Background: an optimization exercise with open tools, aiming at small area and few clock cycles per item. Do not read the settings as production practice.
Where RTL was checked, it was by simulation tests only, not by an equivalence proof against the original.
Power figures rest on the tool's default switching activity, not on a simulated workload.

Setup of run 1:
## ifu_top
module ifu_top (
    input  wire                 clk,
    input  wire                 rst_n,
    output wire ifu_pkg::addr_t araddr,
    output wire                 arvalid,
    input  wire                 arready,
    input  wire                 rvalid,
    input  wire ifu_pkg::word_t rdata,
    input  wire ifu_pkg::resp_t rresp,
    input  wire                 jump_flag,
    input  wire ifu_pkg::addr_t jump_addr,
    output wire                 inst_valid,
    input  wire                 inst_ready,
    output wire ifu_pkg::inst_t inst,
    output wire                 compressed,
    output wire ifu_pkg::resp_t rresp_out,
    output wire ifu_pkg::addr_t tval,
    output wire ifu_pkg::addr_t pc
);
    logic [63:1] pc_q;           
    logic [63:0] mem_d [2];      
    logic [1:0]  mem_r [2];
    logic        rd_ptr;
    logic        wr_ptr;
    logic [1:0]  count;          
    logic [1:0]  nout;           
    logic [2:0]  drop;           
    logic [15:0] left_half;      
    logic [1:0]  left_resp;
    logic        left_valid;
    logic        keep_beat;
    logic        accept;
    logic        hs;
    logic        pop;
    logic        wr;
    logic        rd;
    logic [63:1] base;
    logic [63:5] base_up;
    assign base    = jump_flag ? jump_addr[63:1] : pc_q;
    assign base_up = base[63:5] + 59'd1;
    logic [1:0]  slot;
    assign slot = pc_q[2:1];
    logic        at_left;
    logic [2:0]  k;
    logic [2:0]  ksum;
    logic        can_req;
    assign at_left   = (slot == 2'd3) & left_valid;
    assign keep_beat = rvalid & (drop == 3'd0);
    assign can_req   = ({1'b0, drop} + 4'(nout)) <= 4'd6;
    assign arvalid   = can_req & (jump_flag | ((nout + count - 2'(rd)) < 2'd2));
    assign k         = jump_flag ? 3'd0 : 3'(count) + 3'(nout) + 3'(at_left);
    assign ksum      = {1'b0, base[4:3]} + k;
    assign araddr    = {ksum[2] ? base_up : base[63:5], ksum[1:0], 3'b000};
    assign accept    = arvalid & arready;
    logic        have_h;
    logic [63:0] h_data;
    logic [1:0]  h_resp;
    assign have_h = (count != 2'd0) | keep_beat;
    assign h_data = (count != 2'd0) ? mem_d[rd_ptr] : rdata;
    assign h_resp = (count != 2'd0) ? mem_r[rd_ptr] : rresp;
    logic [15:0] h0, h1;
  ...
For scale: about 1400 cells after synthesis, ~370 I/O pins, ~14000 sq um of cells after synthesis.
==> flow/config.mk <==
export PLATFORM = sky130hd
export DESIGN_NAME = ifu_top
export DESIGN_NICKNAME = ifu_top
export VERILOG_FILES = /design/flow/design.v
export SDC_FILE = /design/flow/constraint.sdc
export NUM_CORES = 4
export LEC_CHECK = 0
export CAP_MARGIN = 20
export CORE_MARGIN = 2
export CORE_UTILIZATION = 40
export SLEW_MARGIN = 20
==> flow/constraint.sdc <==
create_clock -name core_clock -period 5.0 [get_ports {clk}]
set_input_delay 1.0000 -clock core_clock [delete_from_list [all_inputs] [get_ports {clk}]]
set_output_delay 1.0000 -clock core_clock [all_outputs]
set_load 0.01 [all_outputs]
standard.sh (not shown) runs the stock make flow with config.mk's settings and CLKGATE_MAP_FILE= SYNTH_SCRIPT=/design/flow/synth_recipe.tcl, a recipe that flattens the netlist after the stock synthesis.
==> flow/flow/run.sh <==
#!/bin/bash
# Standard ORFS layout, with the ports buffered by the smallest buffer
# instead of the delay cell buffer_ports picks by default.
set -euo pipefail
bash standard.sh \
  "BUFFER_PORTS_ARGS=-buffer_cell sky130_fd_sc_hd__buf_1" \
  finish > standard_flow.log 2>&1
Inputs modified between run 1 and run 2:
==> flow/flow/run.sh <==
#!/bin/bash
# Standard ORFS layout, with the ports buffered by the smallest buffer
# instead of the delay cell buffer_ports picks by default, and a clock tree
# with fewer, larger sink clusters and no dummy loads.
set -euo pipefail
bash standard.sh \
  "BUFFER_PORTS_ARGS=-buffer_cell sky130_fd_sc_hd__buf_1" \
  "CTS_ARGS=-sink_clustering_enable -repair_clock_nets -sink_clustering_size 15 -sink_clustering_max_diameter 60 -buf_list sky130_fd_sc_hd__clkbuf_8 -dont_use_dummy_load" \
  finish > standard_flow.log 2>&1
--- outcome ---
- Compared with run 1, run 2 shows finished layout cell area lower by about 3.3%.
- Post-route met1 wirelength, run 2 vs run 1: up slightly
- Run 2 vs. run 1: global-route usage now sits at about the same level; total clock sinks ~0 delta.
- Looking at run 1 and run 2, the routed wire length is a wash.
- Switching part of the total was lower in the run labelled run 1.
- Diff run 2..run 1 | post-route clock period utilization | negligible
- Density: run 2 sparser than run 1
- Going from run 1 to run 2, total vias in the final route went down; clock network fraction of total power decreased by 12 points relative to the old numbers; final-layout worst hold slack grew by 0.0067 ns.
Setup changes, run 2 to run 3
--- a/flow/flow/run.sh
+++ b/flow/flow/run.sh
@@ -7,3 +7,3 @@
   "BUFFER_PORTS_ARGS=-buffer_cell sky130_fd_sc_hd__buf_1" \
-  "CTS_ARGS=-sink_clustering_enable -repair_clock_nets -sink_clustering_size 15 -sink_clustering_max_diameter 60 -buf_list sky130_fd_sc_hd__clkbuf_8 -dont_use_dummy_load" \
+  "CTS_ARGS=-sink_clustering_enable -repair_clock_nets -sink_clustering_size 25 -sink_clustering_max_diameter 80 -buf_list sky130_fd_sc_hd__clkbuf_16 -dont_use_dummy_load" \
   finish > standard_flow.log 2>&1
## What came out
Run 3 completed; timing, DRC and antenna clean
In run 3, the count of clock-buffer cells in the layout came out 9 below the value in run 2.
Run 3 vs run 2 on number of antenna diodes: run 3 is the lower one.
Run 3 against run 2: relative contribution of sequential cells to total power now sits lower, register-to-register slack moved down.
In run 3 relative to run 2, total power had gone up slightly.
Of run 2 and run 3, run 3 shows the higher relative area change from synthesis to final layout, with run 2 below it.
Run 3 and run 2 ended up with roughly the same global routing met2 resource utilization.
Function was not checked in any run of this note: the RTL went through the layout flow alone.

Another version of the RTL of ifu_top (not shown whole).
Size in the first run: about 370 I/O pins, about 12000 µm² of cells after synthesis.
export LEC_CHECK = 0
export ABC_AREA = 1
export CAP_MARGIN = 20
export CORE_MARGIN = 2
export CORE_UTILIZATION = 60
export SLEW_MARGIN = 20
create_clock -name core_clock -period 5.0 [get_ports {clk}]
==> flow/flow/run.sh <==
#!/bin/bash
# Standard ORFS layout, with the ports buffered by the smallest buffer
# instead of the delay cell buffer_ports picks by default, and a clock tree
# with fewer, larger sink clusters and no dummy loads.
set -euo pipefail
bash standard.sh \
  "BUFFER_PORTS_ARGS=-buffer_cell sky130_fd_sc_hd__buf_1" \
  "CTS_ARGS=-sink_clustering_enable -repair_clock_nets -sink_clustering_size 20 -sink_clustering_max_diameter 60 -buf_list sky130_fd_sc_hd__clkbuf_16 -dont_use_dummy_load" \
  "RECOVER_POWER=100" \
  finish > standard_flow.log 2>&1
The baseline ran to the end with violations: capacitance limit, slew limit.
Testbench counts at the start, summed over its fixed seeds: cycles 57,193, items 40,294.
Edit:
==> flow/flow/run.sh (replaced) <==
#!/bin/bash
# Standard ORFS layout, with the ports buffered by the smallest buffer
# instead of the delay cell buffer_ports picks by default, and a clock tree
# with fewer, larger sink clusters and no dummy loads.
set -euo pipefail
bash standard.sh \
  "BUFFER_PORTS_ARGS=-buffer_cell sky130_fd_sc_hd__buf_1" \
  "CTS_ARGS=-sink_clustering_enable -repair_clock_nets -sink_clustering_size 20 -sink_clustering_max_diameter 60 -buf_list sky130_fd_sc_hd__clkbuf_8 -dont_use_dummy_load" \
  "REMOVE_ABC_BUFFERS=1" \
  finish > standard_flow.log 2>&1
=> The changed run produced a clean layout. Hold slack is better by 0.010 ns. Power shrinks by 5.1%. Core utilization fell by 0.62 points.
Edit:
==> flow/flow/run.sh (replaced) <==
#!/bin/bash
# Standard ORFS layout, with the ports buffered by the smallest buffer
# instead of the delay cell buffer_ports picks by default, and a clock tree
# with fewer, larger sink clusters and no dummy loads.
set -euo pipefail
bash standard.sh \
  "BUFFER_PORTS_ARGS=-buffer_cell sky130_fd_sc_hd__buf_1" \
  "CTS_ARGS=-sink_clustering_enable -repair_clock_nets -sink_clustering_size 15 -sink_clustering_max_diameter 60 -buf_list sky130_fd_sc_hd__clkbuf_8 -dont_use_dummy_load" \
  finish > standard_flow.log 2>&1
--- a/flow/config.mk
+++ b/flow/config.mk
@@ -6,7 +6,6 @@
 export NUM_CORES = 4
 export LEC_CHECK = 0
-export ABC_AREA = 1
 export CAP_MARGIN = 20
 export CORE_MARGIN = 2
-export CORE_UTILIZATION = 60
+export CORE_UTILIZATION = 40
 export SLEW_MARGIN = 20
Final area rises by 4.6%. Count of clock-buffer cells in the layout is unchanged. Via count is lower by 13%. Flip-flop and latch count does not change. Power is lower by 24%. Hold slack gains 0.040 ns. Die area went up by 53%. Wire length went up by 1.3%.
Edit:
--- a/flow/config.mk
+++ b/flow/config.mk
@@ -6,4 +6,5 @@
 export NUM_CORES = 4
 export LEC_CHECK = 0
+export ABC_AREA = 1
 export CAP_MARGIN = 20
 export CORE_MARGIN = 2
Effect: Worst hold slack gets worse by 0.050 ns. Clock skew goes down by 0.0037 ns. Via count grows by 15%. Maximum frequency stays flat. Power is higher by 35%. Routed wire length rises by 9.0%.

-- port drivers added, routing unchanged --
In the flow no input, the clock included, has a driving cell. The finished layouts below were timed again as built, in two steps. Step 1 (the two cells are an assumption about what drives the block):
set clk [get_ports {clk}]
set_driving_cell -lib_cell sky130_fd_sc_hd__clkbuf_16 $clk
set_driving_cell -lib_cell sky130_fd_sc_hd__buf_2 [delete_from_list [all_inputs] $clk]
Step 2 adds t to the input delays and takes it off the output delays; t is the mean of the earliest and latest rising clock arrival at the registers after step 1. Input paths then give back, and output paths get back, about the clock's delay inside the block. a / b / c = ideal / step 1 / step 2; a / b = the first two.
| run | t (ns) | setup WS [ns] | cell pins on the clock port's net |
|---|---|---|---|
| run 1 | 0.594 | 0.190 / 0.155 / 0.162 | 1 |
| run 2 | 0.584 | 0.192 / 0.162 / 0.167 | 1 |
| run 3 | 0.525 | 0.185 / 0.138 / 0.176 | 1 |
| the first run of note 2 | 0.480 | 0.095 / 0.044 / 0.068 | 1 |
| the second run of note 2 | 0.499 | 0.145 / 0.126 / 0.126 | 1 |
| the third run of note 2 | 0.524 | 0.176 / 0.129 / -0.104 | 1 |
| the fourth run of note 2 | 0.508 | 0.168 / 0.123 / 0.101 | 1 |
Met with ideal ports but missed after step 2: setup timing in the third run of note 2. For the third run of note 2, which loses most, drivers alone change the setup slack by -0.047 ns; drivers and shift together by -0.280 ns.
